From an optimization exercise on the open Yosys and OpenROAD flow, aimed at small area and a short achievable clock period; shortcuts taken in it are not production practice.
Only simulation tests tie the RTL to the original design; equivalence was not proved.
Power figures rest on the tool's default switching activity, not on a simulated workload.

==> flow/run.sh <==
#!/bin/bash
# synth_recipe.tcl (not shown) runs the flow's synth.tcl, then flattens the netlist and writes it again
# the make line also repeats each setting of config.mk as NAME=value (left out here)
make -C /OpenROAD-flow-scripts/flow DESIGN_CONFIG=/design/flow/config.mk WORK_HOME=/design/flow/orfs CLKGATE_MAP_FILE= SYNTH_SCRIPT=/design/flow/synth_recipe.tcl finish
==> flow/config.mk <==
export PLATFORM = sky130hd
export DESIGN_NAME = fft_bfly_top
export DESIGN_NICKNAME = fft_bfly_top
export VERILOG_FILES = /design/flow/design.v
export SDC_FILE = /design/flow/constraint.sdc
export NUM_CORES = 4
export LEC_CHECK = 0
export CAP_MARGIN = 20
export CORE_MARGIN = 2
export CORE_UTILIZATION = 40
export SLEW_MARGIN = 20
==> flow/constraint.sdc <==
create_clock -name core_clock -period 8.5 [get_ports {clk}]
set_input_delay 1.7000 -clock core_clock [delete_from_list [all_inputs] [get_ports {clk}]]
set_output_delay 1.7000 -clock core_clock [all_outputs]
set_load 0.01 [all_outputs]
==> flow/design.v <==
package fft_pkg;
  localparam int sample_w = 16;
  localparam int twdl_w = 10;
  localparam int twdl_shift = twdl_w - 2;
  localparam int mul_w = sample_w + twdl_w + 1;
  localparam int fft_points = 16;
  localparam int twdl_idx_w = $clog2(fft_points / 2);
  typedef logic [twdl_idx_w-1:0] twdl_idx_t;
  typedef struct packed {
    logic signed [sample_w-1:0] re;
    logic signed [sample_w-1:0] im;
  } cplx_t;
  typedef struct packed {
    logic signed [twdl_w-1:0] re;
    logic signed [twdl_w-1:0] im;
  } twdl_t;
  typedef struct packed {
    logic signed [mul_w-1:0] re;
    logic signed [mul_w-1:0] im;
  } prod_t;
endpackage
`timescale 1ns/10ps
module cplx_mult #(
  parameter int LAT = 3
) (
  input  logic            clk,
  input  logic            rst_n,
  input  fft_pkg::cplx_t  a,
  input  fft_pkg::twdl_t  w,
  output fft_pkg::prod_t  p
);
  localparam int PP_W = fft_pkg::sample_w + fft_pkg::twdl_w;
  logic signed [PP_W-1:0] pp_rr;
  logic signed [PP_W-1:0] pp_ii;
  logic signed [PP_W-1:0] pp_ri;
  logic signed [PP_W-1:0] pp_ir;
  fft_pkg::prod_t p_s2;
  always_ff @(posedge clk or negedge rst_n)
  begin
    if (!rst_n)
    begin
      pp_rr <= '0;
      pp_ii <= '0;
      pp_ri <= '0;
      pp_ir <= '0;
      p_s2  <= '0;
    end
    else
    begin
      pp_rr <= a.re * w.re;
      pp_ii <= a.im * w.im;
      pp_ri <= a.re * w.im;
      pp_ir <= a.im * w.re;
      p_s2.re <= pp_rr - pp_ii;
      p_s2.im <= pp_ri + pp_ir;
    end
  end
  if (LAT > 2)
  begin : g_dly
    logic [2*fft_pkg::mul_w-1:0] dly_q [LAT-2];
    always_ff @(posedge clk or negedge rst_n)
    begin
      if (!rst_n)
      begin
        for (int i = 0; i < LAT - 2; i++)
        begin
          dly_q[i] <= '0;
        end
      end
      else
      begin
        dly_q[0] <= p_s2;
        for (int i = 1; i < LAT - 2; i++)
        begin
          dly_q[i] <= dly_q[i-1];
        end
      end
    end
    assign p = dly_q[LAT-3];
  end
  else
  begin : g_nodly
    assign p = p_s2;
  end
endmodule
`timescale 1ns/10ps
module sample_fifo #(
  parameter int  W     = 32,
  parameter int  DEPTH = 8
) (
  input  logic  clk,
  input  logic  rst_n,
  input  logic  wr_en,
  input  logic [W-1:0] wr_data,
  input  logic  rd_en,
  output logic [W-1:0] rd_data,
  output logic  full,
  output logic  empty
);
  localparam int PTR_W = (DEPTH > 1) ? $clog2(DEPTH) : 1;
  logic [W-1:0] mem [DEPTH];
  logic [PTR_W-1:0] wr_ptr;
  logic [PTR_W-1:0] rd_ptr;
  logic [PTR_W:0]   count;
  logic do_wr;
  logic do_rd;
  assign full  = (count == (PTR_W+1)'(DEPTH));
  assign empty = (count == '0);
  assign do_wr = wr_en && !full;
  assign do_rd = rd_en && !empty;
  assign rd_data = mem[rd_ptr];
  always_ff @(posedge clk)
  begin
    if (do_wr)
    begin
      mem[wr_ptr] <= wr_data;
    end
  end
  always_ff @(posedge clk or negedge rst_n)
  begin
    if (!rst_n)
    begin
      wr_ptr <= '0;
      rd_ptr <= '0;
      count  <= '0;
    end
    else
    begin
      if (do_wr)
      begin
        wr_ptr <= (wr_ptr == PTR_W'(DEPTH - 1)) ? '0 : wr_ptr + 1'b1;
      end
      if (do_rd)
      begin
        rd_ptr <= (rd_ptr == PTR_W'(DEPTH - 1)) ? '0 : rd_ptr + 1'b1;
      end
      if (do_wr && !do_rd)
      begin
        count <= count + 1'b1;
      end
      else if (do_rd && !do_wr)
      begin
        count <= count - 1'b1;
      end
    end
  end
endmodule
`timescale 1ns/10ps
module twiddle_rom (
  input  fft_pkg::twdl_idx_t  idx,
  output fft_pkg::twdl_t      twdl
);
  always_comb
  begin
    case (idx)
      3'd0:
      begin
        twdl.re = 10'sd256;
        twdl.im = 10'sd0;
      end
      3'd1:
      begin
        twdl.re = 10'sd237;
        twdl.im = -10'sd98;
      end
      3'd2:
      begin
        twdl.re = 10'sd181;
        twdl.im = -10'sd181;
      end
      3'd3:
      begin
        twdl.re = 10'sd98;
        twdl.im = -10'sd237;
      end
      3'd4:
      begin
        twdl.re = 10'sd0;
        twdl.im = -10'sd256;
      end
      3'd5:
      begin
        twdl.re = -10'sd98;
        twdl.im = -10'sd237;
      end
      3'd6:
      begin
        twdl.re = -10'sd181;
        twdl.im = -10'sd181;
      end
      default:
      begin
        twdl.re = -10'sd237;
        twdl.im = -10'sd98;
      end
    endcase
  end
endmodule
`timescale 1ns/10ps
module but_wing #(
  parameter int MUL_LAT    = 3,
  parameter int FIFO_DEPTH = 8
) (
  input  logic            clk,
  input  logic            rst_n,
  input  fft_pkg::cplx_t  sample_a,
  input  fft_pkg::cplx_t  sample_b,
  input  fft_pkg::twdl_t  twdl,
  input  logic            sample_valid,
  output fft_pkg::cplx_t  res,
  output logic            res_valid,
  output logic            bffr_ovrflw,
  output logic            bffr_underflw
);
  localparam int PST_W = MUL_LAT + 2;
  localparam int SW    = fft_pkg::sample_w;
  typedef struct packed {
    logic signed [SW:0] re;
    logic signed [SW:0] im;
  } norm_t;
  logic [PST_W-1:0] pst_vec;
  fft_pkg::prod_t prod;
  fft_pkg::cplx_t head;
  logic           fifo_full;
  logic           fifo_empty;
  logic signed [fft_pkg::mul_w-1:0] shr_re;
  logic signed [fft_pkg::mul_w-1:0] shr_im;
  norm_t norm_c;
  norm_t norm_q;
  norm_t neg_q;
  norm_t sum_c;
  norm_t dif_c;
  fft_pkg::cplx_t dif_q;
  logic           dif_phase;
  always_ff @(posedge clk or negedge rst_n)
  begin
    if (!rst_n)
    begin
      pst_vec <= '0;
    end
    else
    begin
      pst_vec <= {pst_vec[PST_W-2:0], sample_valid};
    end
  end
  assign shr_re    = prod.re >>> fft_pkg::twdl_shift;
  assign shr_im    = prod.im >>> fft_pkg::twdl_shift;
  assign norm_c.re = shr_re[SW:0];
  assign norm_c.im = shr_im[SW:0];
  always_ff @(posedge clk)
  begin
    if (pst_vec[MUL_LAT-1])
    begin
      norm_q   <= norm_c;
      neg_q.re <= -norm_c.re;
      neg_q.im <= -norm_c.im;
    end
  end
  assign sum_c.re = {head.re[SW-1], head.re} + norm_q.re;
  assign sum_c.im = {head.im[SW-1], head.im} + norm_q.im;
  assign dif_c.re = {head.re[SW-1], head.re} + neg_q.re;
  assign dif_c.im = {head.im[SW-1], head.im} + neg_q.im;
  always_ff @(posedge clk)
  begin
    if (pst_vec[MUL_LAT+1])
    begin
      dif_q <= {dif_c.re[SW-1:0], dif_c.im[SW-1:0]};
    end
  end
  always_ff @(posedge clk or negedge rst_n)
  begin
    if (!rst_n)
    begin
      res       <= '0;
      res_valid <= 1'b0;
      dif_phase <= 1'b0;
    end
    else
    begin
      res_valid <= pst_vec[MUL_LAT+1] | dif_phase;
      dif_phase <= pst_vec[MUL_LAT+1];
      if (pst_vec[MUL_LAT+1])
      begin
        res <= {sum_c.re[SW-1:0], sum_c.im[SW-1:0]};
      end
      else if (dif_phase)
      begin
        res <= dif_q;
      end
    end
  end
  cplx_mult #(
    .LAT (MUL_LAT)
  ) u_mult (
    .clk   (clk),
    .rst_n (rst_n),
    .a     (sample_b),
    .w     (twdl),
    .p     (prod)
  );
  sample_fifo #(
    .W     (2 * fft_pkg::sample_w),
    .DEPTH (FIFO_DEPTH)
  ) u_fifo (
    .clk     (clk),
    .rst_n   (rst_n),
    .wr_en   (sample_valid),
    .wr_data (sample_a),
    .rd_en   (dif_phase),
    .rd_data (head),
    .full    (fifo_full),
    .empty   (fifo_empty)
  );
  assign bffr_ovrflw   = sample_valid & fifo_full;
  assign bffr_underflw = pst_vec[MUL_LAT+1] & fifo_empty;
endmodule
`timescale 1ns/10ps
module fft_bfly_top #(
  parameter int MUL_LAT    = 3,
  parameter int FIFO_DEPTH = 8
) (
  input  logic        clk,
  input  logic        rst_n,
  input  logic        sample_valid,
  input  logic [31:0] sample_a,
  input  logic [31:0] sample_b,
  input  logic [2:0]  twdl_idx,
  output logic [31:0] res,
  output logic        res_valid,
  output logic        bffr_ovrflw,
  output logic        bffr_underflw
);
  fft_pkg::cplx_t a_s;
  fft_pkg::cplx_t b_s;
  fft_pkg::cplx_t res_s;
  fft_pkg::twdl_idx_t idx_s;
  assign a_s   = sample_a;
  assign b_s   = sample_b;
  assign idx_s = twdl_idx;
  assign res   = res_s;
  fft_pkg::twdl_t twdl;
  twiddle_rom u_rom (
    .idx  (idx_s),
    .twdl (twdl)
  );
  but_wing #(
    .MUL_LAT    (MUL_LAT),
    .FIFO_DEPTH (FIFO_DEPTH)
  ) u_bfly (
    .clk           (clk),
    .rst_n         (rst_n),
    .sample_a      (a_s),
    .sample_b      (b_s),
    .twdl          (twdl),
    .sample_valid  (sample_valid),
    .res           (res_s),
    .res_valid     (res_valid),
    .bffr_ovrflw   (bffr_ovrflw),
    .bffr_underflw (bffr_underflw)
  );
endmodule
==> implementation parameters <==
Parameter                              Value

Run status
  Status ... no timing/DRC/antenna violations

STA
  Transition time at the pin with the least slew margin ... just under 1 ns
  Setup repair after global routing missed its margin ... no
  Count of pins over their slew limit ... 0
  Endpoints failing setup ... 0
  Highest Clock Rate ... approximately 0.13 GHz
  Slew margin rel. ... 0.341
  Final hold violation count ... 0
  Aggregate negative setup slack ... 0 ns
  Worst-case clock skew ... 0.0586 ns
  Post-route clock period utilization ... 0.917
  Min Clock Period, post-route ... approximately 8 ns

Clocking
  Num Clock Sinks ... 559
  Buffer depth of the longest clock path ... 3
  Number of buffers added for setup after CTS ... 0
  Total of cells resized after clock tree synthesis ... 0
  Clock slew seen by the registers of the worst setup and hold paths ... around 0.06 ns
  Clock insertion delay at the later pin of the skew report ... approximately 0.66 ns
  CTS root buf ... sky130_fd_sc_hd__clkbuf_16
  Clock tree from TritonCTS ... built
  Count of H-tree levels built during CTS ... 2
  Number of buffers added to fix hold violations after cts ... 0
  Number of buffers inserted during clock tree synthesis ... 59

Drt
  Total vias in the final route ... 28000
  Drt initial violations ... approximately 1800
  Number of optimization iterations in the first detailed-route pass ... 9
  Ratio of routed vias to standard cells ... just under 5
  Met1 wire length ... around 46000 um
  Detail-routed net length per standard cell ... 17.9 um
  Highest metal layer with signal wires ... met5
  Number of DRC violations after detailed routing ... 0
  Total wirelength of the detailed-routed design ... slightly above 100000 um
  Wire length on met2 ... 46200 um
  Antenna Violating Nets Remaining ... 0
  Met3 wire length ... about 5600 um

Worst setup path
  Worst Path Required ... between 9 and 10 ns
  Critical Path AT ... 8.33 ns
  Kind of end point of the critical path ... flop
  Max Fanout on Critical Path ... 22
  Kind of critical path ... in2reg
  Kind of start point of the critical path ... primary input

Hold path
  Tightest Hold Check Type ... reg2reg

Layout
  Area delta synth->final ... 11.9%
  Utilization after layout ... 0.452
  Storage element area ... 0.0158 mm^2
  FILL cells ... slightly above 10000
  Number of nets at the end of the flow ... around 5100
  Share of final-layout standard cells stronger than drive strength 1 ... 0.0856
  Non-filler cells in the finished layout ... about 5700
  Post-Layout Inst Area ... 0.0500 mm^2
  Area occupied by multi-input gates ... about 0.026 mm^2

Logic synthesis
  Number of standard cells after synthesis ... 3992
  Async SR Flop Fraction ... 0.374
  Total standard cell area after synthesis ... 0.0447 mm^2
  Mean post-synth cell area ... between 10 and 15 um^2
  EDFF count, synth ... 350
  Sequential share of the synthesized area ... 0.352
  Top FF cell, synth ... sky130_fd_sc_hd__edfxtp_1
  Net Count, Synth ... roughly 5000
  Number of unique standard cell types used by synthesis ... 77
  Count of synthesis-stage warnings from yosys ... 5
  Number of synthesized register bits ... 559

Floorplanning
  Overall die width ... 338 um
  Initial Utilization ... 0.404
  Number of primary I/O pins ... between 100 and 150
  Chip Height ... about 340 um
  Core outline area ... roughly 0.11 mm^2
  Die area ... ~0.11 mm^2
  Standard-cell rows ... about 120

Placement
  Half-perimeter wire length of the detailed placement result ... 78800 um
  Number of I/O port buffers ... ~100
  Number of placed instances, taps included ... 5549
  Placed inst area ... ~0.048 mm^2
  Routability congestion estimate ... 0.873

Pwr
  Maximum ir drop on the vdd rail ... approximately 0.32 mV
  Ratio of total power to cell area ... a little over 400 mW/mm^2
  Leakage Power ... ~0.023 uW

Global routing
  Pin count of the biggest net entering global routing ... 165
  Global-route wire length before repair ... about 160000 um
  Antenna violations before repair ... 6
  Via count of the first global-routing pass ... approximately 29000
  Residual overflow from global routing ... 0
  Total GRT Usage ... 0.181

Job
  Max Cap Viol ... 0
report_power, final:
| group | switching (uW) | total (uW) | internal [uW] |
|---|---|---|---|
| Clock | 1130 | 2770 | 1630 |
| Sequential | 515 | 4570 | 4060 |
| Combinational | 7400 | 13100 | 5670 |
| Total | 9050 | 20400 | 11400 |
flip-flops by register name, summed over array words and instances (netlist names):
name,count
u_bfly.u_fifo.mem,256
u_bfly.dif_q,32
u_bfly.norm_q,32
u_bfly.res,32
u_bfly.u_mult.g_dly.dly_q,32
u_bfly.u_mult.p_s2,32
u_bfly.neg_q,30
u_bfly.u_mult.pp_ii,24
u_bfly.u_mult.pp_ir,24
u_bfly.u_mult.pp_ri,24
u_bfly.u_mult.pp_rr,24
u_bfly.pst_vec,5
u_bfly.u_fifo.count,4
u_bfly.u_fifo.rd_ptr,3
u_bfly.u_fifo.wr_ptr,3
u_bfly.dif_phase,1
u_bfly.res_valid,1
worst max-delay path: stages:
cell and delay, ns:
sky130_fd_sc_hd__clkdlybuf4s50_1 0.60, sky130_fd_sc_hd__buf_4 0.30, sky130_fd_sc_hd__nor2b_2 0.07, sky130_fd_sc_hd__nand2_1 0.11, sky130_fd_sc_hd__nand2_1 0.33, sky130_fd_sc_hd__and2_1 0.31
sky130_fd_sc_hd__fa_1 0.50, sky130_fd_sc_hd__inv_1 0.05, sky130_fd_sc_hd__fa_1 0.50, sky130_fd_sc_hd__inv_1 0.05, sky130_fd_sc_hd__fa_1 0.48, sky130_fd_sc_hd__fa_1 0.49
sky130_fd_sc_hd__inv_1 0.05, sky130_fd_sc_hd__fa_1 0.47, sky130_fd_sc_hd__inv_1 0.04, sky130_fd_sc_hd__ha_1 0.35, sky130_fd_sc_hd__a21o_1 0.19, sky130_fd_sc_hd__a21o_1 0.20
sky130_fd_sc_hd__a221oi_1 0.42, sky130_fd_sc_hd__o21ai_1 0.17, sky130_fd_sc_hd__o41ai_2 0.37, sky130_fd_sc_hd__o21ai_1 0.13, sky130_fd_sc_hd__o21a_1 0.19, sky130_fd_sc_hd__nor2_1 0.12
sky130_fd_sc_hd__xnor2_1 0.13
metal layers:
layer | vias to the layer above | global-route usage
li1 | 13200 | -
met1 | 14100 | 0.256
met2 | 612 | 0.284
met3 | 133 | 0.0286
met4 | 6 | 0.0582
met5 | - | 0
area by class of cell:
class	instances	area share
repair buffers	184	0.0334
clock inverters	33	0.00956
diodes	3	0.000150
flip-flops and latches	559	0.315
clock buffers	78	0.0332
well taps	1488	0.0372
inverters	809	0.0607
multi-input cells	2509	0.511
synth_stat cells (all sizes together), types with 59 or more instances:
library cell    n  share of area
a21oi          89          0.010
and2          216          0.030
clkbuf         95         0.0080
dfrtp         209           0.12
edfxtp        350           0.24
fa            489           0.22
ha            371           0.10
inv           809          0.068
mux4           64          0.032
nand2         227          0.019
nor2          240          0.020
nor3           59         0.0067
o21ai          77         0.0087
xnor2         169          0.033
through the flow:
step                setup slack (ns)  hold slack [ns]  power, uW
CTS                            0.766            0.329      20600
global placement               0.224            0.332      17600
detailed placement             0.133            0.335      17700
finish                         0.703            0.326      20400
global route                   0.294            0.330      22300
floorplan                      0.936            0.331      14100
placed cells by master, fill, tap and decap left out, types with 28 or more instances in the layout:
cell type / Yosys / final
sky130_fd_sc_hd__mux4_2: 64 / 64
sky130_fd_sc_hd__fa_1: 489 / 489
sky130_fd_sc_hd__o21ai_0: 71 / 68
sky130_fd_sc_hd__dfrtp_1: 209 / 204
sky130_fd_sc_hd__nand2_1: 227 / 227
sky130_fd_sc_hd__xnor2_1: 169 / 169
sky130_fd_sc_hd__mux2_2: 30 / 30
sky130_fd_sc_hd__buf_4: 0 / 78
sky130_fd_sc_hd__a21o_1: 40 / 40
sky130_fd_sc_hd__inv_1: 809 / 809
sky130_fd_sc_hd__nand2b_1: 28 / 28
sky130_fd_sc_hd__ha_1: 371 / 371
sky130_fd_sc_hd__or2_2: 43 / 43
sky130_fd_sc_hd__a21oi_1: 88 / 88
sky130_fd_sc_hd__xor2_1: 43 / 43
sky130_fd_sc_hd__mux2i_1: 33 / 33
sky130_fd_sc_hd__nor3_1: 58 / 54
sky130_fd_sc_hd__edfxtp_1: 350 / 350
sky130_fd_sc_hd__clkdlybuf4s50_1: 0 / 103
sky130_fd_sc_hd__and2_1: 216 / 216
sky130_fd_sc_hd__nor2_1: 240 / 236
sky130_fd_sc_hd__clkbuf_16: 0 / 59
sky130_fd_sc_hd__nand3_1: 52 / 52
path summary, 6_finish.rpt:
| kind | startpoint | to | slack, ns | cells past startpoint |
|---|---|---|---|---|
| worst max-delay path | twdl_idx[0] | u_bfly.u_mult.pp_rr[22]$_DFF_PN0_ | 0.70 | 25 |
| worst min-delay path | u_bfly.u_mult.p_s2[50]$_DFF_PN0_ | u_bfly.u_mult.g_dly.dly_q[0][50]$_DFF_PN0_ | 0.33 | 0 |
| worst max register to register | u_bfly.u_fifo.rd_ptr[0]$_DFFE_PN0P_ | u_bfly.dif_q[31]$_DFFE_PP_ | 3.44 | 12 |
| worst min register to register | u_bfly.u_mult.p_s2[50]$_DFF_PN0_ | u_bfly.u_mult.g_dly.dly_q[0][50]$_DFF_PN0_ | 0.33 | 0 |
| max in group asynchronous | rst_n | u_bfly.u_fifo.rd_ptr[0]$_DFFE_PN0P_ | 6.22 | 2 |
| min in group asynchronous | rst_n | u_bfly.u_mult.pp_ir[18]$_DFF_PN0_ | 0.94 | 1 |
kinds of logic after synthesis:
| logic type | synth area share |
|---|---|
| simple gates | 0.105 |
| flops | 0.352 |
| buf+inv | 0.0778 |
| mux | 0.0472 |
| xor+xnor | 0.0416 |
| compound gates | 0.0530 |
| fa+ha+maj | 0.323 |

[separate check: timing with driven ports]
No port has a modelled driver above. Below, the same layout with a new extraction and two added sets of constraints.
Step 1, drivers: a clkbuf_16 drives clk and a buf_2 each remaining input, both assumed.
Step 2 adds t to the input delays and takes it off the output delays; t is the mean of the earliest and latest rising clock arrival at the registers after step 1. Input paths then give back, and output paths get back, about the clock's delay inside the block.
Three values: ideal, step 1, step 2; two values: the first two.
t, ns: 0.699
setup slack, ns: 0.703 / 0.742 / 0.043
worst setup path at the end: input to register
clock arrival spread, ns: 0.064 / 0.063
cell pins on the clock port's net: 1
After both steps setup and hold are still met in this run. The setup slack of this run moves by +0.039 ns with the drivers and by -0.660 ns with both steps.
